This is an optimization exercise on Yosys and OpenROAD, whose aim is small area, a short achievable clock period and few clock cycles per item, not a production implementation. In this exercise RTL edits were held to simulation tests only and were not proved equivalent to the original. No activity file was given, so power comes from the tool's default toggle rates.

File: design/flow/design.v
package kpa_pkg;
    localparam int KEY_VEC_W = 64;
    localparam int KEY_IDX_W = 6;
    localparam int TICK_W    = 32;
    localparam int DELAY_W   = 31;
    localparam int S_TDATA_W = 104;
    localparam int M_TDATA_W = 8;
    localparam int CFG_IDX_W = 2;
    localparam logic [DELAY_W-1:0]   RST_INITIAL_DELAY   = 31'd500;
    localparam logic [DELAY_W-1:0]   RST_REPEAT_INTERVAL = 31'd100;
    localparam logic [KEY_VEC_W-1:0] RST_REPEAT_KEY_MASK = 64'h0000_0000_0018_1800;
    localparam int ITEM_W = 2 + 1 + TICK_W + KEY_VEC_W;
endpackage
module kpa_front (
    input  logic                       clk,
    input  logic                       rst_n,
    input  logic                       s_tvalid,
    output logic                       s_tready,
    input  logic [kpa_pkg::ITEM_W-1:0] in_item,
    output logic                       q_valid,
    input  logic                       q_pop,
    input  logic                       q_pop_next,
    output logic [kpa_pkg::ITEM_W-1:0] q_item
);
    logic [kpa_pkg::ITEM_W-1:0] head_reg;
    logic       head_v_reg, head_v_next;
    logic       ready_reg;
    logic       push;
    assign s_tready    = ready_reg;
    assign q_valid     = head_v_reg;
    assign q_item      = head_reg;
    assign push        = s_tvalid && ready_reg;
    assign head_v_next = push || (head_v_reg && !q_pop);
    always_ff @(posedge clk or negedge rst_n)
    begin
        if (!rst_n)
        begin
            head_v_reg <= 1'b0;
            ready_reg  <= 1'b0;
        end
        else
        begin
            head_v_reg <= head_v_next;
            ready_reg  <= !head_v_next || q_pop_next;
        end
    end
    always_ff @(posedge clk)
    begin
        if (ready_reg)
            head_reg <= in_item;
    end
endmodule
module kpa_back (
    input  logic                          clk,
    input  logic                          rst_n,
    input  logic [kpa_pkg::DELAY_W-1:0]   cfg_initial_delay,
    input  logic [kpa_pkg::DELAY_W-1:0]   cfg_repeat_interval,
    input  logic [kpa_pkg::KEY_VEC_W-1:0] cfg_repeat_key_mask,
    input  logic                          q_valid,
    output logic                          q_pop,
    output logic                          q_pop_next,
    input  logic [kpa_pkg::ITEM_W-1:0]    q_item,
    output logic                          m_tvalid,
    input  logic                          m_tready,
    output logic [kpa_pkg::M_TDATA_W-1:0] m_tdata,
    output logic                          m_tuser,
    output logic                          m_tlast
);
    localparam int NK = kpa_pkg::KEY_VEC_W;
    localparam int TW = kpa_pkg::TICK_W;
    function automatic logic at_most_one(input logic [NK-1:0] v);
        logic [NK-1:0] a, b;
        a = v;
        b = '0;
        for (int w = 1; w < NK; w = w * 2)
        begin
            for (int i = 0; i < NK; i = i + 2 * w)
            begin
                b[i] = b[i] | b[i+w] | (a[i] & a[i+w]);
                a[i] = a[i] | a[i+w];
            end
        end
        at_most_one = !b[0];
    endfunction
    function automatic logic at_most_two(input logic [NK-1:0] v);
        logic [NK-1:0] a, b, c;
        a = v;
        b = '0;
        c = '0;
        for (int w = 1; w < NK; w = w * 2)
        begin
            for (int i = 0; i < NK; i = i + 2 * w)
            begin
                c[i] = c[i] | c[i+w] | (b[i] & a[i+w]) | (a[i] & b[i+w]);
                b[i] = b[i] | b[i+w] | (a[i] & a[i+w]);
                a[i] = a[i] | a[i+w];
            end
        end
        at_most_two = !c[0];
    endfunction
    logic [NK-1:0] q_m;
    logic          q_mod;
    logic [TW-1:0] q_t;
    logic [1:0]    q_req;
    assign q_m   = q_item[NK-1:0];
    assign q_t   = q_item[NK+TW-1:NK];
    assign q_mod = q_item[NK+TW];
    assign q_req = q_item[NK+TW+2:NK+TW+1];
    logic [NK-1:0] ui_held_reg, game_held_reg, armed_reg;
    logic          adv;
    logic          out_load;
    logic [1:0]    skid_n_reg;
    logic [8:0]    skid_reg [3];
    logic          out_v_reg;
    logic [8:0]    out_reg;        
    logic          emit_v;
    logic [8:0]    emit_beat;
    assign adv = (skid_n_reg == 2'd0);
    logic          r_v_reg, r_first_reg, r_last_reg, r_ui_reg, r_any_reg;
    logic [NK-1:0] r_rem_reg, r_cand_reg;
    logic [TW-1:0] r_t_reg;
    logic [NK-1:0] r_h, r_rem_next;
    logic [5:0]    r_idx;
    logic          load;
    assign r_h        = r_rem_reg & (~r_rem_reg + 64'd1);
    assign r_rem_next = r_rem_reg & ~r_h;
    always_comb
    begin
        r_idx = '0;
        for (int k = 0; k < NK; k++)
            if (r_h[k])
                r_idx = r_idx | 6'(k);
    end
    assign load  = adv && q_valid && (!r_v_reg || r_last_reg);
    assign q_pop = load;
    logic          d_ui, d_game, d_clr_ui, d_clr_game, d_any;
    logic [NK-1:0] d_walk, d_cand;
    always_comb
    begin
        d_ui       = (q_req == 2'd0);
        d_game     = (q_req == 2'd1);
        d_clr_ui   = (q_req == 2'd2);
        d_clr_game = (q_req == 2'd3);
        d_cand     = d_ui ? (q_m & armed_reg & {NK{!q_mod}}) : '0;
        if (d_ui)
            d_walk = q_m & (~ui_held_reg | d_cand);
        else if (d_game)
            d_walk = q_m & ~game_held_reg;
        else
            d_walk = '0;
        if (d_ui)
            d_any = |q_m;
        else if (d_clr_ui)
            d_any = 1'b0;
        else
            d_any = |ui_held_reg;
    end
    assign q_pop_next = (skid_n_reg == 2'd0) && out_load &&
                        (load ? at_most_one(d_walk)
                              : (!r_v_reg || r_last_reg || at_most_two(r_rem_reg)));
    always_ff @(posedge clk or negedge rst_n)
    begin
        if (!rst_n)
        begin
            r_v_reg       <= 1'b0;
            ui_held_reg   <= '0;
            game_held_reg <= '0;
            armed_reg     <= '0;
        end
        else if (adv)
        begin
            if (load)
            begin
                r_v_reg <= 1'b1;
                if (d_ui)
                begin
                    ui_held_reg <= q_m;
                    armed_reg   <= q_m & {NK{!q_mod}} &
                                   ((ui_held_reg & armed_reg) | (~ui_held_reg & cfg_repeat_key_mask));
                end
                if (d_clr_ui)
                begin
                    ui_held_reg <= '0;
                    armed_reg   <= '0;
                end
                if (d_game)
                    game_held_reg <= q_m;
                if (d_clr_game)
                    game_held_reg <= '0;
            end
            else if (r_last_reg)
            begin
                r_v_reg <= 1'b0;
            end
        end
    end
    always_ff @(posedge clk)
    begin
        if (adv)
        begin
            if (load)
            begin
                r_first_reg <= 1'b1;
                r_last_reg  <= at_most_one(d_walk);
                r_rem_reg   <= d_walk;
                r_cand_reg  <= d_cand;
                r_t_reg     <= q_t;
                r_ui_reg    <= d_ui;
                r_any_reg   <= d_any;
            end
            else
            begin
                r_first_reg <= 1'b0;
                r_last_reg  <= at_most_two(r_rem_reg);
                r_rem_reg   <= r_rem_next;
            end
        end
    end
    logic          a_v_reg, a_first_reg, a_last_reg, a_key_reg, a_cand_reg;
    logic          a_ui_reg, a_any_reg;
    logic [5:0]    a_idx_reg;
    logic [NK-1:0] a_h_reg;
    logic [TW-1:0] a_t_reg;
    always_ff @(posedge clk or negedge rst_n)
    begin
        if (!rst_n)
            a_v_reg <= 1'b0;
        else
            a_v_reg <= r_v_reg && adv;
    end
    always_ff @(posedge clk)
    begin
        begin
            a_first_reg <= r_first_reg;
            a_last_reg  <= r_last_reg;
            a_key_reg   <= (r_rem_reg != '0);
            a_cand_reg  <= |(r_h & r_cand_reg);
            a_ui_reg    <= r_ui_reg;
            a_any_reg   <= r_any_reg;
            a_idx_reg   <= r_idx;
            a_h_reg     <= r_h;
            a_t_reg     <= r_t_reg;
        end
    end
    logic [TW-1:0] dl_reg [NK];
    logic [TW-1:0] a_rdata, a_rd;
    logic          b_v_reg, b_first_reg, b_last_reg, b_key_reg, b_cand_reg;
    logic          b_ui_reg, b_any_reg;
    logic [5:0]    b_idx_reg;
    logic [TW-1:0] b_t_reg, b_rd_reg, b_wdata_reg;
    logic          b_same_reg, b_byp_late_reg, b_late;
    logic [TW-1:0] b_diff, b_wdata, a_byp_diff;
    logic          b_fire, b_we;
    logic          wb_v_reg;
    logic [5:0]    wb_idx_reg;
    logic [TW-1:0] wb_data_reg;
    always_comb
    begin
        a_rdata = '0;
        for (int k = 0; k < NK; k++)
            a_rdata = a_rdata | (dl_reg[k] & {TW{a_h_reg[k]}});
    end
    always_comb
    begin
        if (wb_v_reg && (wb_idx_reg == a_idx_reg))
            a_rd = wb_data_reg;
        else
            a_rd = a_rdata;
    end
    always_ff @(posedge clk or negedge rst_n)
    begin
        if (!rst_n)
            b_v_reg <= 1'b0;
        else
            b_v_reg <= a_v_reg;
    end
    always_ff @(posedge clk)
    begin
        begin
            b_first_reg <= a_first_reg;
            b_last_reg  <= a_last_reg;
            b_key_reg   <= a_key_reg;
            b_cand_reg  <= a_cand_reg;
            b_ui_reg    <= a_ui_reg;
            b_any_reg   <= a_any_reg;
            b_idx_reg   <= a_idx_reg;
            b_t_reg     <= a_t_reg;
            b_rd_reg    <= a_rd;
            b_wdata_reg <= a_t_reg + {1'b0, (a_cand_reg ? cfg_repeat_interval : cfg_initial_delay)};
            b_same_reg  <= b_v_reg && b_ui_reg && (b_idx_reg == a_idx_reg);
            b_byp_late_reg <= a_byp_diff[TW-1];
        end
    end
    assign a_byp_diff = a_t_reg - b_wdata_reg;
    assign b_diff     = b_t_reg - b_rd_reg;
    assign b_late     = (b_same_reg && wb_v_reg) ? b_byp_late_reg : b_diff[TW-1];
    assign b_fire     = b_v_reg && b_key_reg && (!b_cand_reg || !b_late);
    assign b_we    = b_fire && b_ui_reg;
    assign b_wdata = b_wdata_reg;
    always_ff @(posedge clk or negedge rst_n)
    begin
        if (!rst_n)
            wb_v_reg <= 1'b0;
        else
            wb_v_reg <= b_we;
    end
    always_ff @(posedge clk)
    begin
        begin
            wb_idx_reg  <= b_idx_reg;
            wb_data_reg <= b_wdata;
        end
    end
    always_ff @(posedge clk)
    begin
        for (int k = 0; k < NK; k++)
            if (wb_v_reg && (wb_idx_reg == 6'(k)))
                dl_reg[k] <= wb_data_reg;
    end
    logic       open_reg, done_reg, pend_v_reg, open_any_reg;
    logic [5:0] pend_idx_reg;
    always_comb
    begin
        emit_v    = 1'b0;
        emit_beat = {1'b1, 1'b0, open_any_reg, pend_idx_reg[2:0], pend_idx_reg[5:3]};
        if (b_v_reg && b_first_reg)
        begin
            if (open_reg)
            begin
                emit_v    = 1'b1;
                emit_beat = pend_v_reg ?
                            {1'b1, 1'b1, open_any_reg, pend_idx_reg[2:0], pend_idx_reg[5:3]} :
                            {1'b0, 1'b1, open_any_reg, 6'd0};
            end
        end
        else if (b_v_reg)
        begin
            emit_v    = b_fire && pend_v_reg;
            emit_beat = {1'b1, 1'b0, open_any_reg, pend_idx_reg[2:0], pend_idx_reg[5:3]};
        end
        else if (open_reg && done_reg && adv)
        begin
            emit_v    = 1'b1;
            emit_beat = pend_v_reg ?
                        {1'b1, 1'b1, open_any_reg, pend_idx_reg[2:0], pend_idx_reg[5:3]} :
                        {1'b0, 1'b1, open_any_reg, 6'd0};
        end
    end
    always_ff @(posedge clk or negedge rst_n)
    begin
        if (!rst_n)
        begin
            open_reg   <= 1'b0;
            done_reg   <= 1'b0;
            pend_v_reg <= 1'b0;
        end
        else
        begin
            if (b_v_reg)
            begin
                open_reg <= 1'b1;
                done_reg <= b_last_reg;
                if (b_first_reg)
                    pend_v_reg <= b_fire;
                else if (b_fire)
                    pend_v_reg <= 1'b1;
            end
            else if (open_reg && done_reg && adv)
            begin
                open_reg   <= 1'b0;
                pend_v_reg <= 1'b0;
            end
        end
    end
    always_ff @(posedge clk)
    begin
        if (b_v_reg)
        begin
            if (b_first_reg)
                open_any_reg <= b_any_reg;
            if (b_fire)
                pend_idx_reg <= b_idx_reg;
        end
    end
    assign out_load = !out_v_reg || m_tready;
    always_ff @(posedge clk or negedge rst_n)
    begin
        if (!rst_n)
        begin
            out_v_reg  <= 1'b0;
            skid_n_reg <= 2'd0;
        end
        else
        begin
            if (out_load)
            begin
                out_v_reg <= (skid_n_reg != 2'd0) || emit_v;
                if ((skid_n_reg != 2'd0) && !emit_v)
                    skid_n_reg <= skid_n_reg - 2'd1;
            end
            else if (emit_v)
            begin
                skid_n_reg <= skid_n_reg + 2'd1;
            end
        end
    end
    always_ff @(posedge clk)
    begin
        if (out_load)
        begin
            out_reg <= (skid_n_reg != 2'd0) ? skid_reg[0] : emit_beat;
            skid_reg[0] <= (skid_n_reg == 2'd1) ? emit_beat : skid_reg[1];
            skid_reg[1] <= (skid_n_reg == 2'd2) ? emit_beat : skid_reg[2];
            skid_reg[2] <= emit_beat;
        end
        else
        begin
            if (skid_n_reg == 2'd0)
                skid_reg[0] <= emit_beat;
            if (skid_n_reg == 2'd1)
                skid_reg[1] <= emit_beat;
            if (skid_n_reg == 2'd2)
                skid_reg[2] <= emit_beat;
        end
    end
    assign m_tvalid = out_v_reg;
    assign m_tuser  = out_reg[8];
    assign m_tlast  = out_reg[7];
    assign m_tdata  = {1'b0, out_reg[6:0]};
endmodule
module keypad_press_autorepeat #(
    parameter int ROWS = 8,
    parameter int COLS = 8
) (
    input  logic                          clk,
    input  logic                          rst_n,
    input  logic                          s_tvalid,
    output logic                          s_tready,
    input  logic [kpa_pkg::S_TDATA_W-1:0] s_tdata,
    input  logic [1:0]                    s_tuser,
    output logic                          m_tvalid,
    input  logic                          m_tready,
    output logic [kpa_pkg::M_TDATA_W-1:0] m_tdata,
    output logic                          m_tuser,
    output logic                          m_tlast,
    input  logic                          cfg_valid,
    output logic                          cfg_ready,
    input  logic [kpa_pkg::CFG_IDX_W-1:0] cfg_index,
    input  logic [kpa_pkg::KEY_VEC_W-1:0] cfg_data
);
    logic [kpa_pkg::DELAY_W-1:0]   cfg_initial_delay_reg;
    logic [kpa_pkg::DELAY_W-1:0]   cfg_repeat_interval_reg;
    logic [kpa_pkg::KEY_VEC_W-1:0] cfg_repeat_key_mask_reg;
    logic                          q_valid, q_pop, q_pop_next;
    logic [kpa_pkg::ITEM_W-1:0]    q_item;
    assign cfg_ready = 1'b1;
    always_ff @(posedge clk or negedge rst_n)
    begin
        if (!rst_n)
        begin
            cfg_initial_delay_reg   <= kpa_pkg::RST_INITIAL_DELAY;
            cfg_repeat_interval_reg <= kpa_pkg::RST_REPEAT_INTERVAL;
            cfg_repeat_key_mask_reg <= kpa_pkg::RST_REPEAT_KEY_MASK;
        end
        else if (cfg_valid)
        begin
            case (cfg_index)
                2'd0:    cfg_initial_delay_reg   <= cfg_data[kpa_pkg::DELAY_W-1:0];
                2'd1:    cfg_repeat_interval_reg <= cfg_data[kpa_pkg::DELAY_W-1:0];
                2'd2:    cfg_repeat_key_mask_reg <= cfg_data;
                default: ;
            endcase
        end
    end
    kpa_front u_front (
        .clk      (clk),
        .rst_n    (rst_n),
        .s_tvalid (s_tvalid),
        .s_tready (s_tready),
        .in_item  ({s_tuser, s_tdata[64], s_tdata[96:65], s_tdata[63:0]}),
        .q_valid  (q_valid),
        .q_pop    (q_pop),
        .q_pop_next (q_pop_next),
        .q_item   (q_item)
    );
    kpa_back u_back (
        .clk                 (clk),
        .rst_n               (rst_n),
        .cfg_initial_delay   (cfg_initial_delay_reg),
        .cfg_repeat_interval (cfg_repeat_interval_reg),
        .cfg_repeat_key_mask (cfg_repeat_key_mask_reg),
        .q_valid             (q_valid),
        .q_pop               (q_pop),
        .q_pop_next          (q_pop_next),
        .q_item              (q_item),
        .m_tvalid            (m_tvalid),
        .m_tready            (m_tready),
        .m_tdata             (m_tdata),
        .m_tuser             (m_tuser),
        .m_tlast             (m_tlast)
    );
endmodule
File: design/flow/flow/run.sh
#!/bin/bash
set -o pipefail
export SETUP_SLACK_MARGIN=7
export BUFFER_PORTS_ARGS="-buffer_cell sky130_fd_sc_hd__buf_4"
bash standard.sh > standard.log 2>&1
File: design/flow/standard.sh
#!/bin/bash
# synth_recipe.tcl (not shown) runs the flow's synth.tcl, then flattens the netlist and writes it again
# the make line also repeats each setting of config.mk as NAME=value (left out here)
make -C /OpenROAD-flow-scripts/flow DESIGN_CONFIG=/design/flow/config.mk WORK_HOME=/design/flow/orfs CLKGATE_MAP_FILE= SYNTH_SCRIPT=/design/flow/synth_recipe.tcl "${@:-finish}"
File: design/flow/config.mk
export PLATFORM = sky130hd
export DESIGN_NAME = keypad_press_autorepeat
export DESIGN_NICKNAME = keypad_press_autorepeat
export VERILOG_FILES = /design/flow/design.v
export SDC_FILE = /design/flow/constraint.sdc
export NUM_CORES = 4
export LEC_CHECK = 0
export CAP_MARGIN = 20
export CORE_MARGIN = 2
export CORE_UTILIZATION = 40
export CTS_CLUSTER_DIAMETER = 120
export CTS_CLUSTER_SIZE = 24
export SLEW_MARGIN = 20
export TNS_END_PERCENT = 5
File: design/flow/constraint.sdc
create_clock -name core_clock -period 10.0 [get_ports {clk}]
set_input_delay 2.0000 -clock core_clock [delete_from_list [all_inputs] [get_ports {clk}]]
set_output_delay 2.0000 -clock core_clock [all_outputs]
set_load 0.01 [all_outputs]
==> results.json, run 1 <==
{
  "p_switching_mw": 9.729,
  "ios": 190,
  "synth-main-ff-cell": "edfxtp_1",
  "p_sw_share_pct": 31.59,
  "startpoint_type": "flop",
  "core_area_sq_um": 276500,
  "syn_area_per_cell_sq_um": 16.34,
  "avgRoutedWirePerCell_microns": 40.39,
  "finalPower_mw": 30.79,
  "syn_inst": 6803,
  "crit_path_end_kind": "flop",
  "place_area_sq_um": 117700,
  "syn-num-nets": 7075,
  "die_area_sq_um": 282200,
  "rows": 193,
  "synthMuxAreaShare_pct": 3.148,
  "hold_viol": 0,
  "power_density_nw_per_um2": 248.4,
  "power_frac_seq_pct": 59.7,
  "outcome": "finished clean",
  "clockRootBuffer": "clkbuf_16",
  "initial_core_util_pct": 40.21,
  "cts_tree": "done",
  "critical_path_class": "flop to flop",
  "cts_buffers": 148,
  "worst_slew_pin_slew_ns": 1.267,
  "crit_family": "simple AND/OR/NAND/NOR gates",
  "maxCapViolCount": 0,
  "p_int_mw": 21.07,
  "setup_viol": 0,
  "routed-via-count": 73690,
  "clockBufferDepth": 4,
  "max_freq_ghz": 0.2790,
  "ys_ff_latch": 2940,
  "drive_gt1_share_pct": 16.76,
  "cp_data_arrival_time_ns": 4.06,
  "portBuffers": 180,
  "drt_iter0_drc": 15500,
  "rsz0062_at_grt": "true",
  "fin_nets": 7341,
  "grt_overflow": 0,
  "clock-sinks": 2940,
  "fin_cells": 10890,
  "avgViaCountPerCell": 6.768,
  "required_ns": 10.48,
  "hold_end": "u_back.a_t_reg[10]$_DFF_P_",
  "netlist_area_sq_um": 111200,
  "cp_slowest_stage_delay_ns": 1.00,
  "slew_viol_final": 0,
  "peakVddDrop_mv": 0.3102,
  "async_flop_share_pct": 11.22,
  "dpl.cell_count": 10490,
  "fin_tns_setup_ns": 0,
  "antenna_found_initial": 19,
  "n_fill_cell": 24000,
  "finClkSkew_ns": 0.09058,
  "r2r_start": "u_back.wb_v_reg$_DFF_PN0_",
  "final_area_sq_um": 124000,
  "drt-total-wl_microns": 439800,
  "post-route-period-util_pct": 35.84,
  "finalWeightedCongestion": 0.9057,
  "drtPass1Iterations": 7,
  "pwr-share-clk_pct": 22.1,
  "cp_num_buf_inv": 1,
  "worst-r2r-cell-count": 3,
  "synth-compound-area-share_pct": 12.16,
  "maxSlewHeadroom_pct": 15.55,
  "htree_levels": 4,
  "synthAdderAreaFrac_pct": 1.166,
  "leakage_nw": 42.19,
  "hold_ws_ns": 0.3122,
  "clk_latency_ns": 0.90,
  "holdPathStages": 0,
  "layout-area-overhead-vs-synth_pct": 11.51,
  "synth-edff-count": 2336,
  "min_period_ns": 3.584,
  "synth_top_family_by_area": "compound AO/OA/AOI/OAI gates",
  "r2r-end": "u_back.dl_reg[7][7]$_DFFE_PP_",
  "grt_pass1_vias": 68200,
  "dp_hpwl_microns": 235200,
  "p_comb_share_pct": 18.2,
  "grt_util_all_layers_pct": 30.28,
  "crit_chain": "or3b_2 -> nor2_4 -> buf_4",
  "slowest_stage": "nor2_4",
  "synth_xor_area_share_pct": 0.3230,
  "hold_path_class": "flop to flop",
  "fp.dieH_microns": 531.2,
  "die_w_microns": 531.2,
  "drc": 0,
  "cts.clk_slew.worst_paths_ns": 0.10,
  "ys_types": 86,
  "regToRegSetupSlack_ns": 6.42,
  "grt_pass1_wl_microns": 582700,
  "yosys_warnings": 5,
  "drtAntennaViolNets": 0,
  "path_depth": 3,
  "ctsHoldBuffers": 0,
  "crit_fanout": 18,
  "grt_max_degree": 167,
  "worstHoldStart": "u_back.r_t_reg[10]$_DFFE_PP_",
  "largest_reg_flops": 2048,
  "synth_simple_gate_area_share_pct": 6.108,
  "seq_area_frac_synth_pct": 75.48
}
## worst max-delay path by stage
| stage | startpoint | to | slack [ns] |
|---|---|---|---|
| global route | u_front.ready_reg$_DFF_PN0_ | s_tready | 6.44 |
| detailed placement | u_front.head_reg[98]$_DFFE_PP_ | u_front.ready_reg$_DFF_PN0_ | 5.08 |
| global placement | u_front.head_reg[98]$_DFFE_PP_ | u_front.ready_reg$_DFF_PN0_ | 5.03 |
| CTS | u_back.wb_v_reg$_DFF_PN0_ | u_back.dl_reg[2][5]$_DFFE_PP_ | 6.41 |
| finish | u_back.wb_v_reg$_DFF_PN0_ | u_back.dl_reg[7][7]$_DFFE_PP_ | 6.42 |
| floorplan | u_back.skid_n_reg[1]$_DFFE_PN0P_ | u_back.r_any_reg$_DFFE_PP_ | 6.89 |
## cells in the final DEF, fill, tap and decap left out, drive strengths merged, types with 57 or more instances in the layout
cell type  instances
nand2            310
nand3             93
edfxtp          2336
a32o              57
ha                94
and3             157
a21oi             62
o31ai             72
a221oi           522
dfxtp            274
nor2b             82
a22o             585
clkbuf           242
buf              480
nor4              91
dfrtp            317
mux2             253
o21ai            183
inv               91
nor2             165
nand4            166
mux2i             65
## synthesized netlist by cell type (62+ instances only)
master	count	area [sq um]
a21oi_1	62	310.3
clkbuf_1	315	1182
o21ai_0	183	915.9
nand4_1	165	1032
inv_1	88	330.3
o31ai_1	72	540.5
ha_1	94	1176
mux2i_1	65	650.6
nor2b_1	82	513.0
nand2_1	310	1164
nor2_1	165	619.3
a221oi_1	522	4572
nand3_1	92	460.4
edfxtp_1	2336	70150
and3_1	157	982.2
mux2_2	253	2849
a22o_1	585	5124
nor4_1	82	513.0
dfxtp_1	274	5485
dfrtp_1	317	7933
## cell families (layout without fill, tap and decap cells)
logic type | after synthesis | count (layout)
DFF | 2940 | 2940
AOI/OAI and AO/OA | 1670 | 1670
and+or+nand+nor | 1268 | 1269
buffers and inverters | 459 | 822
muxes | 318 | 318
adders and majority gates | 105 | 105
xor gates and xnor gates | 41 | 41
other | 2 | 18
## per-stage QoR
stage / utilization [%] / worst slack [ns]
2_1_floorplan: - / 6.885
3_3_place_gp: 42.58 / 5.029
3_5_place_dp: 42.58 / 5.075
4_1_cts: 44.69 / 6.410
5_1_grt: 44.82 / 6.437
6_report: 44.83 / 6.416
## power groups by stage
| stage | logic [mW] | registers (mW) | clock network [mW] |
|---|---|---|---|
| 3_3_place_gp | 4.63 | 18.5 | 0 |
| 2_1_floorplan | 3.35 | 17.4 | 0 |
| 3_5_place_dp | 4.72 | 18.7 | 0 |
| 6_report | 5.60 | 18.4 | 6.80 |
| 5_1_grt | 5.99 | 18.5 | 7.16 |
| 4_1_cts | 5.41 | 18.3 | 6.78 |
## worst reg2reg max path, stage by stage (launching register included)
cell and delay [ns]:
dfrtp_1 0.54, or3b_2 0.87, nor2_4 1.01, buf_4 0.69
## final cells by class
class / count / area (sq um) / area share, %
flip-flops and latches: 2940 / 84060 / 67.81
multi-input cells: 3405 / 26570 / 21.43
well taps: 3705 / 4636 / 3.740
clock buffers: 242 / 4151 / 3.349
repair buffers: 485 / 4111 / 3.317
inverters: 89 / 342.8 / 0.2766
clock inverters: 6 / 56.30 / 0.04542
diodes: 16 / 40.04 / 0.03230
## metal layers
metal	part of all wire, %	GRT usage [%]
met1	36	40.56
met2	43	44.82
met3	15	8.740
met4	6.4	15.47
met5	0.11	0
## what timing repair did
item | 4_1_cts | 5_1_grt
gates resized for setup | 133 | 4
pin swaps | 40 | 9
gates cloned | 9 | 0
hold endpoints to repair | 0 | 0
buffers inserted | 91 | 31
endpoints found under the setup margin | 1059 | 1127
Testbench counts, summed over its fixed seeds: cycles 5,797, requests 3,200.
==> run 2, diff against run 1 <==
--- a/design/flow/config.mk
+++ b/design/flow/config.mk
@@ -10,4 +10,2 @@
 export CORE_UTILIZATION = 40
-export CTS_CLUSTER_DIAMETER = 120
-export CTS_CLUSTER_SIZE = 24
 export SLEW_MARGIN = 20
==> run 2 against run 1 <==
Against the previous run: synthesized cell count unchanged; clock skew is 0.0013 ns lower; synthesized area unchanged; largest cell class unchanged.
==> results.json, run 2 <==
{
  "rows": 193,
  "synth_area_leaders": "edfxtp_1 (63%), dfrtp_1 (7.1%), dfxtp_1 (4.9%), a22o_1 (4.6%), a221oi_1 (4.1%)",
  "post-route-period-util_pct": 36.16,
  "dp_hpwl_microns": 235200,
  "max_freq_ghz": 0.2766,
  "grt_pass1_vias": 69660,
  "portBuffers": 180,
  "critical_path_class": "flop to flop",
  "maxSlewHeadroom_pct": 14.13,
  "syn_inst": 6803,
  "rsz0062_at_grt": "true",
  "power_frac_seq_pct": 52.3,
  "p_switching_mw": 10.69,
  "die_area_sq_um": 282200,
  "antenna_found_initial": 21,
  "peakVddDrop_mv": 0.3187,
  "synth_common_cells": "edfxtp_1 (2336), a22o_1 (585), a221oi_1 (522)",
  "clockRootBuffer": "clkbuf_16",
  "grt_pass1_wl_microns": 589800,
  "ios": 190,
  "maxCapViolCount": 0,
  "cp_data_arrival_time_ns": 4.09,
  "die_w_microns": 531.2,
  "p_comb_share_pct": 16.0,
  "netlist_area_sq_um": 111200,
  "outcome": "finished clean",
  "power_density_nw_per_um2": 271.9,
  "crit_fanout": 22,
  "setup_viol": 0,
  "grt_overflow": 0,
  "grtUsageMet1_pct": 40.44,
  "drt_iter0_drc": 15370,
  "fin_nets": 7494,
  "final_area_sq_um": 129500,
  "drtPass1Iterations": 6,
  "multi_input_area_sq_um": 26640,
  "p_int_mw": 24.51,
  "drt-total-wl_microns": 444100,
  "ys_types": 86,
  "grt_use_met2_pct": 44.97,
  "initial_core_util_pct": 40.21,
  "finClkSkew_ns": 0.08924,
  "yosysTopAreaCell": "edfxtp_1",
  "worst_slew_pin_slew_ns": 1.288,
  "required_ns": 10.48,
  "routed-via-count": 75220,
  "busiest_layer": "met2",
  "p_sw_share_pct": 30.36,
  "largest_reg_flops": 2048,
  "finalWeightedCongestion": 0.9057,
  "ys_ff_latch": 2940,
  "yosys_warnings": 5,
  "core_area_sq_um": 276500,
  "syn-num-nets": 7075,
  "clockBufferDepth": 4,
  "hold_path_class": "flop to flop",
  "avgRoutedWirePerCell_microns": 39.69,
  "met3_usage_pct": 9.707,
  "cts_tree": "done",
  "min_period_ns": 3.616,
  "setup_ws_ns": 6.385,
  "clk_latency_ns": 0.92,
  "htree_levels": 5,
  "clock-sinks": 2940,
  "fin_tns_setup_ns": 0,
  "dp_slack_ns": 5.075,
  "synth.most_common_cell": "edfxtp_1",
  "final_common_cell": "edfxtp_1",
  "regToRegSetupSlack_ns": 6.38,
  "cts.clk_slew.worst_paths_ns": 0.06,
  "async_flop_share_pct": 11.22,
  "hold_viol": 0,
  "place_area_sq_um": 117700,
  "pwr-share-clk_pct": 31.7,
  "drtAntennaViolNets": 0,
  "avgViaCountPerCell": 6.723,
  "synth-edff-count": 2336,
  "yosysTopAreaCellShare_pct": 63.10,
  "grt_max_degree": 167,
  "cts_buffers": 308,
  "grt_util_all_layers_pct": 30.58,
  "slew_viol_final": 0,
  "layout-area-overhead-vs-synth_pct": 16.48,
  "seq_area_sq_um": 84050,
  "drc": 0,
  "hold_ws_ns": 0.3270,
  "startpoint_type": "flop",
  "synth-main-ff-cell": "edfxtp_1",
  "seq_area_frac_synth_pct": 75.48,
  "leakage_nw": 44.94,
  "drive_gt1_share_pct": 19.88,
  "fp.dieH_microns": 531.2,
  "syn_area_per_cell_sq_um": 16.34,
  "n_fill_cell": 23500,
  "crit_path_end_kind": "flop",
  "layout_common_cells": "edfxtp_1 (2336), a22o_1 (585), a221oi_1 (521)"
}
-- run 2: cell counts after synthesis --
Identical to the previous run, type by type.
-- run 2: routing by layer --
layer / share of wire [%] / routed length (microns)
met5: 0.015 / 67
met1: 36 / 158700
met2: 43 / 190600
met4: 6.2 / 27440
met3: 15 / 67230
-- run 2: critical path, cell delays in order (launching register included) --
cell	delay, ns
dfrtp_1	0.56
or3b_2	0.88
nor2_4	0.91
buf_4	0.80
-- run 2: cells by family (layout without fill, tap and decap cells) --
kind of cell | after synthesis | in the layout | share of synthesized area [%]
adders and majority gates | 105 | 105 | 1.166
xor gates and xnor gates | 41 | 41 | 0.3230
buffers and inverters | 459 | 1119 | 1.614
muxes | 318 | 318 | 3.148
and+or+nand+nor | 1268 | 1268 | 6.108
other | 2 | 23 | 0.006755
AOI/OAI and AO/OA | 1670 | 1670 | 12.16
DFF | 2940 | 2940 | 75.48
-- run 2: final cells by class --
class / instances / area share [%]
antenna: 21 / 0.04058
clock buffer: 407 / 6.421
clock inverter: 144 / 0.9885
inverter: 89 / 0.2648
multi-input combinational: 3404 / 20.57
sequential: 2940 / 64.91
tap: 3705 / 3.580
timing repair buffer: 479 / 3.219
-- run 2: metrics by stage --
stage / utilization (%) / std cells / total power [mW]
floorplan: - / 6803 / 20.71
global placement: 42.58 / 10490 / 23.15
detailed placement: 42.58 / 10490 / 23.39
CTS: 46.58 / 11120 / 34.80
global route: 46.81 / 11170 / 36.18
finish: 46.83 / 11190 / 35.20
-- run 2: power by group through the flow --
stage	Combinational, mW	Sequential [mW]	Clock [mW]
2_1_floorplan	3.35	17.4	0
3_3_place_gp	4.63	18.5	0
3_5_place_dp	4.72	18.7	0
4_1_cts	5.32	18.3	11.2
5_1_grt	6.02	18.5	11.6
6_report	5.64	18.4	11.2
-- run 2: final timing paths --
path | from | end | cells past startpoint
setup reg to reg | u_back.wb_v_reg$_DFF_PN0_ | u_back.dl_reg[10][8]$_DFFE_PP_ | 3
setup / recovery | u_back.wb_v_reg$_DFF_PN0_ | u_back.dl_reg[10][8]$_DFFE_PP_ | 3
min in group asynchronous | rst_n | cfg_initial_delay_reg[20]$_DFFE_PN0P_ | 1
hold reg to reg | u_back.a_last_reg$_DFF_P_ | u_back.b_last_reg$_DFF_P_ | 0
hold / removal | u_back.a_last_reg$_DFF_P_ | u_back.b_last_reg$_DFF_P_ | 0
max in group asynchronous | rst_n | cfg_repeat_key_mask_reg[51]$_DFFE_PN0P_ | 2
-- run 2: what timing repair did --
action                     4_1_cts  5_1_grt
pin swaps                       34       20
setup endpoints to repair      994     1089
gates resized for setup        132       30
buffers inserted                70       40
hold buffers                     0        0
gates cloned                     9        3
==> run 3, diff against run 2 <==
--- a/design/flow/design.v
+++ b/design/flow/design.v
@@ -36,11 +36,9 @@
         if (!rst_n)
-        begin
             head_v_reg <= 1'b0;
-            ready_reg  <= 1'b0;
-        end
         else
-        begin
             head_v_reg <= head_v_next;
-            ready_reg  <= !head_v_next || q_pop_next;
-        end
+    end
+    always_ff @(posedge clk)
+    begin
+        ready_reg <= !head_v_next || q_pop_next;
     end
@@ -113,4 +111,5 @@
     logic [8:0]    skid_reg [3];
-    logic          out_v_reg;
+    logic          out_v_reg, out_empty_reg;
     logic [8:0]    out_reg;        
+    logic [8:0]    out_next;
     logic          emit_v;
@@ -299,8 +298,5 @@
     assign b_wdata = b_wdata_reg;
-    always_ff @(posedge clk or negedge rst_n)
+    always_ff @(posedge clk)
     begin
-        if (!rst_n)
-            wb_v_reg <= 1'b0;
-        else
-            wb_v_reg <= b_we;
+        wb_v_reg <= b_we;
     end
@@ -384,3 +380,3 @@
     end
-    assign out_load = !out_v_reg || m_tready;
+    assign out_load = out_empty_reg || m_tready;
     always_ff @(posedge clk or negedge rst_n)
@@ -389,4 +385,5 @@
         begin
-            out_v_reg  <= 1'b0;
-            skid_n_reg <= 2'd0;
+            out_v_reg     <= 1'b0;
+            out_empty_reg <= 1'b1;
+            skid_n_reg    <= 2'd0;
         end
@@ -396,3 +393,4 @@
             begin
-                out_v_reg <= (skid_n_reg != 2'd0) || emit_v;
+                out_v_reg     <= (skid_n_reg != 2'd0) || emit_v;
+                out_empty_reg <= (skid_n_reg == 2'd0) && !emit_v;
                 if ((skid_n_reg != 2'd0) && !emit_v)
@@ -410,3 +408,3 @@
         begin
-            out_reg <= (skid_n_reg != 2'd0) ? skid_reg[0] : emit_beat;
+            out_reg <= out_next;
             skid_reg[0] <= (skid_n_reg == 2'd1) ? emit_beat : skid_reg[1];
@@ -425,2 +423,3 @@
     end
+    assign out_next = (skid_n_reg != 2'd0) ? skid_reg[0] : emit_beat;
     assign m_tvalid = out_v_reg;
--- a/design/flow/config.mk
+++ b/design/flow/config.mk
@@ -10,2 +10,4 @@
 export CORE_UTILIZATION = 40
+export CTS_CLUSTER_DIAMETER = 120
+export CTS_CLUSTER_SIZE = 24
 export SLEW_MARGIN = 20
==> run 3 against run 2 <==
Against the previous run: maximum frequency is 4.3% higher; largest cell class unchanged; sequential power about the same; clock power down 39%; largest power group unchanged.
==> results.json, run 3 <==
{
  "outcome": "finished clean",
  "crit_chain": "buf_4 -> a22o_1 -> a221oi_1 -> nand4_1 -> or4_1 -> mux2_2",
  "cp_slowest_stage_delay_ns": 0.69,
  "crit_path_end_kind": "flop",
  "synth-edff-count": 2336,
  "synth_common_cells": "edfxtp_1 (2336), a22o_1 (582), a221oi_1 (519)",
  "drt_iter0_drc": 14640,
  "netlist_area_sq_um": 111400,
  "grt_max_degree": 157,
  "drc": 0,
  "ys_types": 90,
  "routed-via-count": 74800,
  "maxCapViolCount": 0,
  "initial_core_util_pct": 40.27,
  "ys_ff_latch": 2941,
  "hold_path_class": "flop to flop",
  "synth.most_common_cell": "edfxtp_1",
  "syn_area_per_cell_sq_um": 16.29,
  "hold_ws_ns": 0.3206,
  "regToRegSetupSlack_ns": 6.53,
  "drive_gt1_share_pct": 18.85,
  "synth-main-ff-cell": "edfxtp_1",
  "ios": 190,
  "leakage_nw": 42.78,
  "finalPower_mw": 32.29,
  "portBuffers": 180,
  "crit_fanout": 20,
  "cts_tree": "done",
  "yosysTopAreaCellShare_pct": 62.94,
  "startpoint_type": "flop",
  "fin_nets": 7453,
  "rsz0062_at_grt": "true",
  "syn_inst": 6843,
  "fin_tns_setup_ns": 0,
  "largest_reg_flops": 2048,
  "drtPass1Iterations": 8,
  "grt_pass1_wl_microns": 582200,
  "hold_viol": 0,
  "ctsHoldBuffers": 0,
  "worst_slew_pin_slew_ns": 1.287,
  "cp_data_arrival_time_ns": 4.17,
  "final_area_sq_um": 126100,
  "dp_slack_ns": 4.904,
  "dp_hpwl_microns": 241300,
  "fin_cells": 11000,
  "die_w_microns": 531.8,
  "layout_common_cells": "edfxtp_1 (2336), a22o_1 (582), buf_4 (523)",
  "yosysTopAreaCell": "edfxtp_1",
  "finalWeightedCongestion": 0.9054,
  "avgViaCountPerCell": 6.797,
  "cts_buffers": 142,
  "die_area_sq_um": 282900,
  "setup_ws_ns": 6.535,
  "cts.clk_slew.worst_paths_ns": 0.11,
  "final_common_cell": "edfxtp_1",
  "slowest_stage": "dfxtp_2",
  "grt_overflow": 0,
  "core_area_sq_um": 276700,
  "finClkSkew_ns": 0.06689,
  "power_density_nw_per_um2": 256.0,
  "grt_util_all_layers_pct": 29.85,
  "htree_levels": 4,
  "min_period_ns": 3.465,
  "layout-area-overhead-vs-synth_pct": 13.18,
  "drt-total-wl_microns": 438600,
  "seq_area_frac_synth_pct": 75.30,
  "drtAntennaViolNets": 0,
  "avgRoutedWirePerCell_microns": 39.86,
  "place_area_sq_um": 118100,
  "slew_viol_final": 0,
  "async_flop_share_pct": 11.19,
  "clockBufferDepth": 3,
  "peakVddDrop_mv": 0.2290,
  "finalCoreUtilization_pct": 45.58,
  "maxSlewHeadroom_pct": 14.21,
  "rows": 193,
  "clock-sinks": 2941,
  "antenna_found_initial": 31,
  "grt_pass1_vias": 68670,
  "syn-num-nets": 7115,
  "dpl.cell_count": 10530,
  "setup_viol": 0,
  "critical_path_class": "flop to flop",
  "yosys_warnings": 5,
  "required_ns": 10.71,
  "max_freq_ghz": 0.2886,
  "post-route-period-util_pct": 34.65,
  "fp.dieH_microns": 531.8,
  "clockRootBuffer": "clkbuf_16",
  "clk_latency_ns": 0.90,
  "synth_area_leaders": "edfxtp_1 (63%), dfrtp_1 (7.1%), dfxtp_1 (5.0%), a22o_1 (4.6%), a221oi_1 (4.1%)"
}
## run 3: per-layer routing
layer	GRT usage (%)	wire, microns	up-vias
li1	-	-	28560
met1	39.70	156600	38460
met2	44.49	189400	6486
met3	9.130	66230	1266
met4	14.45	25960	26
met5	0	404	-
## run 3: final cells by class
class / instances / area [sq um]
Fill cell: 24030 / 150600
Sequential cell: 2941 / 84070
Multi-Input combinational cell: 3417 / 27790
Timing Repair Buffer: 570 / 4927
Tap cell: 3705 / 4636
Clock buffer: 225 / 3865
Inverter: 109 / 416.7
Clock inverter: 20 / 397.9
Antenna cell: 17 / 42.54
## run 3: cells by family (layout without fill, tap and decap cells)
family	Yosys count	after routing	synth area share [%]
AOI/OAI and AO/OA	1722	1722	12.42
adders and majority gates	110	110	1.208
and+or+nand+nor	1244	1245	6.123
other	2	19	0.006739
buffers and inverters	486	924	1.677
muxes	294	294	2.918
DFF	2941	2941	75.30
xor gates and xnor gates	44	44	0.3458
## run 3: power breakdown
part           total [mW]  internal [mW]  switching, mW
sequential           18.6           16.0           2.53
combinational        6.94           2.83           4.11
clock                6.78           2.76           4.02
total                32.3           21.6           10.7
## run 3: critical path, delay by kind of cell, from the launching register on
| kind | cells | cell delay [ns] |
|---|---|---|
| buffers and inverters | 1 | 0.53 |
| and+or+nand+nor | 2 | 0.96 |
| muxes | 1 | 0.43 |
| AOI/OAI and AO/OA | 2 | 0.65 |
| DFF | 1 | 0.69 |
## run 3: path summary, 6_finish.rpt
check,endpoint,cells after the start,from
worst max-delay path,u_back.b_rd_reg[25]$_DFF_P_,6,u_back.a_h_reg[0]$_DFF_P_
worst min-delay path,u_back.wb_data_reg[8]$_DFF_P_,0,u_back.b_wdata_reg[8]$_DFF_P_
worst max register to register,u_back.b_rd_reg[25]$_DFF_P_,6,u_back.a_h_reg[0]$_DFF_P_
worst min register to register,u_back.wb_data_reg[8]$_DFF_P_,0,u_back.b_wdata_reg[8]$_DFF_P_
max in group asynchronous,u_back.game_held_reg[61]$_DFFE_PN0P_,3,rst_n
min in group asynchronous,cfg_initial_delay_reg[27]$_DFFE_PN0P_,1,rst_n
## run 3: timing repair
action | 4_1_cts | 5_1_grt
pin swaps | 49 | 59
resized for setup | 186 | 138
gates cloned | 10 | 1
buffers inserted | 116 | 86
setup endpoints to repair | 1093 | 1064
Testbench counts of run 3, summed over its fixed seeds: cycles 5,797, requests 3,200.
==> run 4, diff against run 3 <==
--- a/design/flow/config.mk
+++ b/design/flow/config.mk
@@ -9,3 +9,3 @@
 export CORE_MARGIN = 2
-export CORE_UTILIZATION = 40
+export CORE_UTILIZATION = 45
 export CTS_CLUSTER_DIAMETER = 120
==> run 4 against run 3 <==
Against the previous run: sequential cell count unchanged; maximum frequency is 1.6% lower; combinational power is 2% lower; synthesized cell count unchanged; critical path type unchanged; via count shrank 0.62%; highest routed layer unchanged; worst setup slack worse by 0.057 ns; register-to-register slack worse by 0.06 ns; core utilization rose by 5.4 points; clock power is 0.6% lower.
==> results.json, run 4 <==
{
  "rsz0062_at_grt": "true",
  "cp_data_arrival_time_ns": 4.03,
  "ys_ff_latch": 2941,
  "avgRoutedWirePerCell_microns": 41.58,
  "htree_levels": 4,
  "grt_overflow": 0,
  "fp.dieH_microns": 501.7,
  "slowest_stage": "nor2_4",
  "routed-via-count": 74330,
  "drtPass1Iterations": 6,
  "startpoint_type": "flop",
  "power_density_nw_per_um2": 256.8,
  "dp_hpwl_microns": 242900,
  "rows": 182,
  "synth_common_cells": "edfxtp_1 (2336), a22o_1 (582), a221oi_1 (519)",
  "hold_viol": 0,
  "setup_viol": 0,
  "top_layer_used": "met5",
  "finalCoreUtilization_pct": 50.98,
  "outcome": "finished clean",
  "regToRegSetupSlack_ns": 6.48,
  "fin_tns_setup_ns": 0,
  "synth-main-ff-cell": "edfxtp_1",
  "leakage_nw": 42.70,
  "syn_area_per_cell_sq_um": 16.29,
  "worst-r2r-cell-count": 3,
  "cts.clk_slew.worst_paths_ns": 0.10,
  "die_w_microns": 501.7,
  "avgViaCountPerCell": 7.015,
  "synth.most_common_cell": "edfxtp_1",
  "grt_pass1_vias": 68410,
  "dpl.cell_count": 10140,
  "grt_util_all_layers_pct": 34.27,
  "cp_slowest_stage_delay_ns": 0.89,
  "holdPathStages": 0,
  "met1_length_microns": 157400,
  "yosys_warnings": 5,
  "drt-total-wl_microns": 440500,
  "post-route-period-util_pct": 35.23,
  "cts_buffers": 140,
  "layout-area-overhead-vs-synth_pct": 12.59,
  "ys_types": 90,
  "clk_latency_ns": 0.90,
  "layout_common_cells": "edfxtp_1 (2336), a22o_1 (582), a221oi_1 (517)",
  "synth_area_leaders": "edfxtp_1 (63%), dfrtp_1 (7.1%), dfxtp_1 (5.0%), a22o_1 (4.6%), a221oi_1 (4.1%)",
  "n_fill_cell": 20230,
  "max_freq_ghz": 0.2839,
  "syn_inst": 6843,
  "seq_area_sq_um": 84110,
  "cts_tree": "done",
  "slew_viol_final": 0,
  "core_area_sq_um": 246200,
  "worstHoldStart": "u_back.r_t_reg[18]$_DFFE_PP_",
  "yosysTopAreaCell": "edfxtp_1",
  "fin_nets": 7432,
  "hold_end": "u_back.a_t_reg[18]$_DFF_P_",
  "netlist_area_sq_um": 111400,
  "critical_path_class": "flop to flop",
  "clock-sinks": 2941,
  "r2r-end": "u_back.dl_reg[8][20]$_DFFE_PP_",
  "finClkSkew_ns": 0.07212,
  "grt_pass1_wl_microns": 586700,
  "finalWeightedCongestion": 0.9054,
  "worst_slew_pin_slew_ns": 1.276,
  "hold_path_class": "flop to flop",
  "routed-wl-met3_microns": 66090,
  "drive_gt1_share_pct": 19.12,
  "crit_chain": "or3b_2 -> nor2_4 -> buf_4",
  "initial_core_util_pct": 45.27,
  "ctsHoldBuffers": 0,
  "peakVddDrop_mv": 0.2476,
  "drtAntennaViolNets": 0,
  "r2r_start": "u_back.wb_v_reg$_DFF_P_",
  "clockRootBuffer": "clkbuf_16",
  "clockBufferDepth": 3,
  "routed-wl-met2_microns": 191800,
  "grt_max_degree": 98,
  "drc": 0,
  "ios": 190,
  "multi_input_area_sq_um": 27880,
  "synth-edff-count": 2336,
  "largest_reg_flops": 2048,
  "yosysTopAreaCellShare_pct": 62.94,
  "portBuffers": 180,
  "min_period_ns": 3.523,
  "syn-num-nets": 7115,
  "crit_fanout": 20,
  "antenna_found_initial": 26,
  "async_flop_share_pct": 11.19,
  "seq_area_frac_synth_pct": 75.30,
  "required_ns": 10.51,
  "fin_cells": 10600,
  "maxCapViolCount": 0,
  "drt_iter0_drc": 15000,
  "crit_path_end_kind": "flop",
  "die_area_sq_um": 251700,
  "maxSlewHeadroom_pct": 14.90,
  "final_common_cell": "edfxtp_1"
}
==> run 4: changes by cell type in the layout (fill, tap and decap cells not counted), sizes merged <==
cell    delta
buf       -18
clkbuf     +4
clkinv     -2
diode      +2
inv        -2
nand3      +1
==> run 4: kinds of logic (layout without fill, tap and decap cells) <==
group | count (synthesis) | in the layout | synth area share (%)
buf+inv | 486 | 906 | 1.677
compound gates | 1722 | 1722 | 12.42
simple gates | 1244 | 1246 | 6.123
flops | 2941 | 2941 | 75.30
mux | 294 | 294 | 2.918
other cells | 2 | 21 | 0.006739
xor+xnor | 44 | 44 | 0.3458
fa+ha+maj | 110 | 110 | 1.208
==> run 4: worst max-delay path by stage <==
stage | startpoint | to | slack [ns] | depth (start not counted)
4_1_cts | u_back.b_rd_reg[10]$_DFF_P_ | u_back.skid_n_reg[1]$_DFFE_PN0P_ | 6.39 | 10
3_3_place_gp | u_front.head_reg[98]$_DFFE_PP_ | u_front.ready_reg$_DFF_P_ | 5.23 | 11
5_1_grt | u_back.out_reg[8]$_DFFE_PN_ | m_tuser | 6.51 | 1
6_report | u_back.wb_v_reg$_DFF_P_ | u_back.dl_reg[8][20]$_DFFE_PP_ | 6.48 | 3
2_1_floorplan | m_tready | u_back.skid_reg[2][8]$_DFF_P_ | 6.53 | 4
3_5_place_dp | u_front.head_reg[98]$_DFFE_PP_ | u_front.ready_reg$_DFF_P_ | 5.19 | 11
==> run 4: per-stage QoR <==
stage	hold WS, ns	instance area, sq um	power [mW]	setup WS (ns)
2_1_floorplan	0.3096	111500	21.23	6.531
3_3_place_gp	0.3130	117500	24.01	5.226
3_5_place_dp	0.3121	117600	24.23	5.193
4_1_cts	0.3162	124900	31.77	6.391
5_1_grt	0.3202	125400	33.18	6.508
6_report	0.3164	125500	32.22	6.477
==> run 4: final cells by class <==
cell class              instances  area share [%]
diodes                         19         0.03789
clock buffers                 231           3.098
clock inverters                16          0.2842
inverters                     109          0.3360
multi-input cells            3418           22.22
flip-flops and latches       2941           67.03
well taps                    3312           3.302
repair buffers                550           3.698
==> run 4: what timing repair did <==
action	CTS	global route
buffers inserted	158	23
gates cloned	11	0
pin swaps	84	30
endpoints found under the setup margin	1097	947
gates resized for setup	284	68
==> run 4: where the power goes <==
group,internal [mW],switching (mW)
Clock,2.76,3.99
Combinational,2.74,4.05
Sequential,16.1,2.64
Total,21.6,10.7
==> run 4: worst max-delay path: cells and delay by family, from the launching register on <==
kind,cells,cell delay (ns)
flip-flops,1,0.52
buffers and inverters,1,0.79
AND/OR/NAND/NOR,2,1.75
==> run 4: metal layers <==
metal / vias to the layer above / GRT usage [%]
met2: 6367 / 51.35
met3: 1185 / 10.21
li1: 28550 / -
met1: 38220 / 46.17
met4: 8 / 15.47
met5: - / 0
==> run 5, diff against run 4 <==
--- a/design/flow/design.v
+++ b/design/flow/design.v
@@ -254,2 +254,3 @@
     logic [5:0]    wb_idx_reg;
+    logic [NK-1:0] wb_sel_reg;
     logic [TW-1:0] wb_data_reg;
@@ -306,2 +307,4 @@
             wb_idx_reg  <= b_idx_reg;
+            for (int k = 0; k < NK; k++)
+                wb_sel_reg[k] <= (b_idx_reg == 6'(k));
             wb_data_reg <= b_wdata;
@@ -312,3 +315,3 @@
         for (int k = 0; k < NK; k++)
-            if (wb_v_reg && (wb_idx_reg == 6'(k)))
+            if (wb_v_reg && wb_sel_reg[k])
                 dl_reg[k] <= wb_data_reg;
--- a/design/flow/config.mk
+++ b/design/flow/config.mk
@@ -9,3 +9,3 @@
 export CORE_MARGIN = 2
-export CORE_UTILIZATION = 45
+export CORE_UTILIZATION = 40
 export CTS_CLUSTER_DIAMETER = 120
==> run 5 against run 4 <==
Against the previous run: sequential power about the same; critical path depth down 2; design area up 0.59%; non-clock buffer count down 22; total power down 1.7%; maximum frequency up 1.8%; global-route usage down 3.6 points; register-to-register slack better by 0.22 ns; clock-buffer cell count up 23; critical path type is now flop to primary output.
==> results.json, run 5 <==
{
  "dpl.cell_count": 10640,
  "setup_viol": 0,
  "fin_nets": 7498,
  "cts.clk_slew.worst_paths_ns": 0.09,
  "finClkSkew_ns": 0.09942,
  "cts_buffers": 152,
  "peakVddDrop_mv": 0.2279,
  "initial_core_util_pct": 40.10,
  "crit_chain": "buf_6",
  "fin_cells": 11090,
  "syn_area_per_cell_sq_um": 16.32,
  "slowest_stage": "edfxtp_1",
  "avgViaCountPerCell": 6.792,
  "p_sw_share_pct": 31.66,
  "startpoint_type": "flop",
  "p_switching_mw": 10.03,
  "place_area_sq_um": 119000,
  "grt_pass1_wl_microns": 599600,
  "clock-sinks": 3005,
  "seq_area_frac_synth_pct": 75.47,
  "post-route-period-util_pct": 34.61,
  "rsz0062_at_grt": "true",
  "yosys_warnings": 5,
  "clk_latency_ns": 0.91,
  "hold_path_class": "flop to flop",
  "startpoint": "u_back.out_reg[5]$_DFFE_PN_",
  "grt_util_all_layers_pct": 30.69,
  "crit_path_end_kind": "primary output",
  "crit_family": "flip-flops",
  "synth_area_leaders": "edfxtp_1 (62%), dfrtp_1 (7.0%), dfxtp_1 (6.0%), a22o_1 (4.5%), a221oi_1 (4.0%)",
  "final_area_sq_um": 126200,
  "ys_types": 93,
  "final_common_cell": "edfxtp_1",
  "htree_levels": 4,
  "hold_viol": 0,
  "die_w_microns": 535.3,
  "drt_iter0_drc": 15670,
  "fp.dieH_microns": 535.3,
  "maxCapViolCount": 0,
  "drtAntennaViolNets": 0,
  "pwr-share-clk_pct": 22.1,
  "ios": 190,
  "synth.most_common_cell": "edfxtp_1",
  "clockBufferDepth": 4,
  "r2r_start": "u_back.a_h_reg[22]$_DFF_P_",
  "fin_tns_setup_ns": 0,
  "synth-main-ff-cell": "edfxtp_1",
  "layout-area-overhead-vs-synth_pct": 11.80,
  "portBuffers": 180,
  "drtPass1Iterations": 7,
  "ctsHoldBuffers": 0,
  "power_density_nw_per_um2": 251.0,
  "cts_tree": "done",
  "cp_slowest_stage_delay_ns": 0.44,
  "crit_fanout": 1,
  "setup_ws_ns": 6.539,
  "cp_data_arrival_time_ns": 1.46,
  "worst_slew_pin_slew_ns": 1.313,
  "drive_gt1_share_pct": 17.98,
  "min_period_ns": 3.461,
  "avgRoutedWirePerCell_microns": 40.95,
  "slew_viol_final": 0,
  "dp_hpwl_microns": 246000,
  "critical_path_class": "flop to primary output",
  "syn-num-nets": 7191,
  "grt_pass1_vias": 69150,
  "routed-via-count": 75340,
  "cp_num_buf_inv": 1,
  "netlist_area_sq_um": 112900,
  "hold_ws_ns": 0.3357,
  "async_flop_share_pct": 10.95,
  "yosysTopAreaCell": "edfxtp_1",
  "finalWeightedCongestion": 0.9015,
  "power_frac_seq_pct": 58.6,
  "largest_reg_flops": 2048,
  "antenna_found_initial": 31,
  "rows": 195,
  "p_comb_share_pct": 19.3,
  "worstHoldStart": "u_back.a_any_reg$_DFF_P_",
  "layout_common_cells": "edfxtp_1 (2336), a22o_1 (582), a221oi_1 (517)",
  "maxSlewHeadroom_pct": 12.46,
  "outcome": "finished clean",
  "yosysTopAreaCellShare_pct": 62.14,
  "synth-edff-count": 2336,
  "drc": 0,
  "synth_common_cells": "edfxtp_1 (2336), a22o_1 (582), a221oi_1 (518)",
  "die_area_sq_um": 286500,
  "syn_inst": 6919,
  "required_ns": 8.00,
  "p_int_mw": 21.65,
  "clockRootBuffer": "clkbuf_16",
  "dp_slack_ns": 5.300,
  "grt_max_degree": 91,
  "max_freq_ghz": 0.2889,
  "ys_ff_latch": 3005,
  "drt-total-wl_microns": 454300,
  "core_area_sq_um": 281600,
  "grt_overflow": 0,
  "leakage_nw": 43.48
}
[run 5: cell types whose count changed after synthesis, sizes merged, moves of 13 or more]
cell and change:
o22ai -31, nor2b -13, buf +24, dfxtp +64
nand2 +29, o211ai -19, nand2b -29, a32oi -22
mux2i +17, and2 +59, a32o +29, clkbuf -26
[run 5: timing repair]
item / 4_1_cts / 5_1_grt
endpoints found under the setup margin: 307 / 125
pin swaps: 53 / 21
setup buffers: 149 / 12
gates cloned: 9 / 2
resized for setup: 209 / 40
[run 5: power groups by stage]
stage | Clock [mW] | Sequential (mW) | Combinational (mW)
after floorplan | 0 | 17.6 | 3.37
after global placement | 0 | 18.7 | 4.74
after detailed placement | 0 | 18.9 | 4.80
after CTS | 6.99 | 18.4 | 5.81
after global routing | 7.39 | 18.7 | 6.51
final | 7.01 | 18.5 | 6.12
[run 5: logic make-up (layout without fill, tap and decap cells)]
group	Yosys count	count (layout)	synth area share, %
AO/OA/AOI/OAI	1670	1670	11.95
XOR/XNOR	44	44	0.3414
adder cells (fa/ha/maj)	113	113	1.219
buffers and inverters	473	890	1.668
flip-flops	3005	3005	75.47
multiplexers	322	322	3.141
other	2	16	0.006652
AND/OR/NAND/NOR	1290	1290	6.202
[run 5: final cells by class]
cell class                 count  area, sq um
fill                       24620       155300
sequential                  3005        85350
multi-input combinational   3441        26860
tap                         3743         4683
timing repair buffer         528         4543
clock buffer                 254         4229
inverter                      98        379.1
clock inverter                10        141.4
antenna                       14        35.03
[run 5: path summary, 6_finish.rpt]
kind	end	slack, ns	depth (start not counted)
worst max register to register	u_back.b_rd_reg[4]$_DFF_P_	6.70	6
min in group asynchronous	cfg_repeat_interval_reg[29]$_DFFE_PN0P_	1.11	1
worst min register to register	u_back.b_any_reg$_DFF_P_	0.34	0
worst max-delay path	m_tdata[5]	6.54	1
max in group asynchronous	u_back.armed_reg[46]$_DFFE_PN0P_	7.31	2
worst min-delay path	u_back.b_any_reg$_DFF_P_	0.34	0
[run 5: per-stage QoR]
| stage | util, % | power, mW |
|---|---|---|
| 2_1_floorplan | - | 21.01 |
| 3_3_place_gp | 42.27 | 23.45 |
| 3_5_place_dp | 42.28 | 23.66 |
| 4_1_cts | 44.69 | 31.21 |
| 5_1_grt | 44.82 | 32.57 |
| 6_report | 44.83 | 31.68 |
[run 5: worst register-to-register path: cells and delay by family, from the launching register on]
| family | cells | cell delay, ns |
|---|---|---|
| AO/OA/AOI/OAI | 2 | 0.77 |
| multiplexers | 1 | 0.39 |
| buffers and inverters | 1 | 0.52 |
| AND/OR/NAND/NOR | 2 | 0.81 |
| flip-flops | 1 | 0.67 |
[run 5: metal layers]
metal / global-route usage [%] / share of wire (%) / vias to the layer above / routed length [microns]
li1: - / - / 28630 / -
met1: 40.95 / 36 / 38700 / 163900
met2: 44.93 / 42 / 6626 / 192900
met3: 10.03 / 15 / 1350 / 69060
met4: 15.36 / 6.1 / 28 / 27700
met5: 0 / 0.15 / - / 686
Testbench counts of run 5, summed over its fixed seeds: cycles 5,797, requests 3,200.
==> run 6, diff against run 5 <==
--- a/design/flow/config.mk
+++ b/design/flow/config.mk
@@ -9,3 +9,3 @@
 export CORE_MARGIN = 2
-export CORE_UTILIZATION = 40
+export CORE_UTILIZATION = 45
 export CTS_CLUSTER_DIAMETER = 120
==> run 6 against run 5 <==
Against the previous run: synthesized area unchanged; clock-buffer cell count shrank 16; first-iteration DRC count down 0.98%; worst setup slack better by 0.069 ns; critical path depth stayed put; critical path type unchanged; maximum frequency is 2.0% higher; cell count decreased by 4.1%; still clean; clock skew fell by 0.043 ns; via count decreased by 0.48%.
==> results.json, run 6 <==
{
  "outcome": "finished clean",
  "leakage_nw": 43.28,
  "synth.most_common_cell": "edfxtp_1",
  "p_comb_share_pct": 19.0,
  "yosysTopAreaCell": "edfxtp_1",
  "die_area_sq_um": 254900,
  "netlist_area_sq_um": 112900,
  "peakVddDrop_mv": 0.2055,
  "antenna_found_initial": 24,
  "drt-total-wl_microns": 443600,
  "synthMuxAreaShare_pct": 3.141,
  "synthAdderAreaFrac_pct": 1.219,
  "portBuffers": 180,
  "fp.dieH_microns": 504.9,
  "initial_core_util_pct": 45.32,
  "dp_hpwl_microns": 237500,
  "slew_viol_final": 0,
  "clockBufferDepth": 3,
  "avgRoutedWirePerCell_microns": 41.68,
  "drive_gt1_share_pct": 17.89,
  "p_switching_mw": 9.979,
  "yosys_warnings": 5,
  "max_freq_ghz": 0.2948,
  "p_sw_share_pct": 31.71,
  "required_ns": 8.00,
  "p_int_mw": 21.49,
  "setup_viol": 0,
  "min_period_ns": 3.392,
  "cp_slowest_stage_delay_ns": 0.43,
  "grt_pass1_vias": 68640,
  "maxCapViolCount": 0,
  "path_depth": 1,
  "drtPass1Iterations": 6,
  "crit_family": "flip-flops",
  "rsz0062_at_grt": "true",
  "finClkSkew_ns": 0.05653,
  "synth_common_cells": "edfxtp_1 (2336), a22o_1 (582), a221oi_1 (518)",
  "routed-via-count": 74980,
  "worst_slew_pin_slew_ns": 1.313,
  "post-route-period-util_pct": 33.92,
  "cts.clk_slew.worst_paths_ns": 0.09,
  "drc": 0,
  "ctsHoldBuffers": 0,
  "hold_viol": 0,
  "power_density_nw_per_um2": 250.7,
  "cts_buffers": 144,
  "layout-area-overhead-vs-synth_pct": 11.17,
  "clock-sinks": 3005,
  "pwr-share-clk_pct": 21.8,
  "crit_chain": "buf_6",
  "cp_data_arrival_time_ns": 1.39,
  "crit_fanout": 1,
  "final_common_cell": "edfxtp_1",
  "critical_path_class": "flop to primary output",
  "finalWeightedCongestion": 0.9031,
  "die_w_microns": 504.9,
  "grt_max_degree": 135,
  "synth-compound-area-share_pct": 11.95,
  "grt_util_all_layers_pct": 33.75,
  "synth_simple_gate_area_share_pct": 6.202,
  "avgViaCountPerCell": 7.045,
  "grt_overflow": 0,
  "syn-num-nets": 7191,
  "async_flop_share_pct": 10.95,
  "syn_inst": 6919,
  "fin_tns_setup_ns": 0,
  "power_frac_seq_pct": 59.2,
  "seq_area_frac_synth_pct": 75.47,
  "synth-edff-count": 2336,
  "maxSlewHeadroom_pct": 12.48,
  "seq_area_sq_um": 85360,
  "cp_num_buf_inv": 1,
  "ios": 190,
  "rows": 183,
  "yosysTopAreaCellShare_pct": 62.14,
  "holdPathStages": 0,
  "layout_common_cells": "edfxtp_1 (2336), a22o_1 (582), a221oi_1 (516)",
  "synth_top_family_by_area": "compound AO/OA/AOI/OAI gates",
  "htree_levels": 4,
  "clockRootBuffer": "clkbuf_16",
  "ys_ff_latch": 3005,
  "drtAntennaViolNets": 0,
  "drt_iter0_drc": 15520,
  "clk_latency_ns": 0.87,
  "worst-r2r-cell-count": 10,
  "multi_input_area_sq_um": 26990,
  "synth-main-ff-cell": "edfxtp_1",
  "synth_area_leaders": "edfxtp_1 (62%), dfrtp_1 (7.0%), dfxtp_1 (6.0%), a22o_1 (4.5%), a221oi_1 (4.0%)",
  "grt_pass1_wl_microns": 589400,
  "largest_reg_flops": 2048,
  "hold_path_class": "flop to flop",
  "startpoint_type": "flop",
  "crit_path_end_kind": "primary output",
  "cts_tree": "done",
  "synth_xor_area_share_pct": 0.3414,
  "setup_ws_ns": 6.608,
  "dp_slack_ns": 5.287,
  "core_area_sq_um": 249100,
  "ys_types": 93,
  "syn_area_per_cell_sq_um": 16.32,
  "n_fill_cell": 20860,
  "slowest_stage": "edfxtp_1",
  "fin_nets": 7458
}
==> run 6: kinds of logic (layout without fill, tap and decap cells) <==
group                    after synthesis  in the layout
AO/OA/AOI/OAI                       1670           1670
XOR/XNOR                              44             44
adder cells (fa/ha/maj)              113            113
buffers and inverters                473            847
flip-flops                          3005           3005
multiplexers                         322            322
other                                  2             22
AND/OR/NAND/NOR                     1290           1290
==> run 6: repair_timing <==
item / 4_1_cts / 5_1_grt
setup endpoints to repair: 407 / 311
pin swaps: 60 / 24
gates resized for setup: 221 / 55
gates cloned: 10 / 0
setup buffers: 133 / 8
hold endpoints to repair: 0 / 0
==> run 6: stage by stage <==
stage / power, mW / util (%) / hold slack (ns) / std cells / instance area [sq um]
floorplan: 21.01 / - / 0.3096 / 6919 / 113000
global placement: 23.43 / 47.55 / 0.3133 / 10220 / 118400
detailed placement: 23.65 / 47.55 / 0.3121 / 10220 / 118500
CTS: 31.02 / 50.22 / 0.3349 / 10610 / 125100
global route: 32.37 / 50.36 / 0.3419 / 10630 / 125500
finish: 31.47 / 50.38 / 0.3303 / 10640 / 125500
==> run 6: final cells by class <==
cell class / count / area share, %
diodes: 20 / 0.03988
clock buffers: 238 / 3.228
clock inverters: 15 / 0.1635
inverters: 98 / 0.3130
multi-input cells: 3441 / 21.50
flip-flops and latches: 3005 / 68.02
well taps: 3330 / 3.320
repair buffers: 496 / 3.414
==> run 6: metal layers <==
layer  GRT usage (%)  part of all wire, %  vias to the layer above  routed length [microns]
li1                -                    -                    28550                        -
met1           45.92                   36                    38750                   160500
met2           50.03                   43                     6391                   191700
met3           9.781                   15                     1261                    65220
met4           15.73                  5.8                       20                    25890
met5               0                0.061                        -                      270
==> run 6: power by group through the flow <==
stage	sequential, mW	clock, mW	combinational [mW]
after floorplan	17.6	0	3.37
after global placement	18.8	0	4.64
after detailed placement	18.9	0	4.71
after CTS	18.5	6.82	5.75
after global routing	18.8	7.24	6.38
final	18.6	6.85	5.99
==> run 6: path summary, 6_finish.rpt <==
path / startpoint / endpoint / slack [ns]
setup reg to reg: u_back.r_rem_reg[2]$_DFFE_PP_ / u_front.ready_reg$_DFF_P_ / 6.71
setup / recovery: u_back.out_reg[0]$_DFFE_PN_ / m_tdata[0] / 6.61
hold reg to reg: u_back.a_last_reg$_DFF_P_ / u_back.b_last_reg$_DFF_P_ / 0.33
max in group asynchronous: rst_n / cfg_initial_delay_reg[10]$_DFFE_PN0P_ / 7.17
min in group asynchronous: rst_n / cfg_repeat_key_mask_reg[54]$_DFFE_PN0P_ / 1.23
hold / removal: u_back.a_last_reg$_DFF_P_ / u_back.b_last_reg$_DFF_P_ / 0.33

afterwards: timing with drivers on the ports:
Ports are ideal in the flow. The routed layouts listed here were re-timed in OpenROAD.
Step 1 assumes that a clkbuf_16 drives the clock port and a buf_2 every other input.
Step 2 times the ports against the registers' clock, not the clock port: input delays grow and output delays shrink by t, the midpoint of the rising clock arrivals with the driver on.
a / b / c = no drivers / after step 1 / after step 2; a / b = the first two.
run	t (ns)	slack for setup (ns)	slew at the worst register clock pin (ns)	worst slew at a driven data input, ns
run 1	0.960	6.416 / 6.371 / 5.902	0.11 / 0.11	0.07
run 2	0.971	6.384 / 6.384 / 5.829	0.07 / 0.07	0.07
run 3	0.970	6.535 / 6.470 / 5.994	0.11 / 0.11	0.07
run 4	0.962	6.477 / 6.468 / 5.897	0.12 / 0.12	0.05
run 5	0.958	6.539 / 6.447 / 6.278	0.11 / 0.11	0.08
run 6	0.943	6.608 / 6.510 / 6.283	0.11 / 0.11	0.06
After both steps every run listed still meets setup and hold. The setup slack of run 4, which loses most, moves by -0.009 ns with the drivers and by -0.580 ns with both steps. Setup slack includes reset recovery checks.
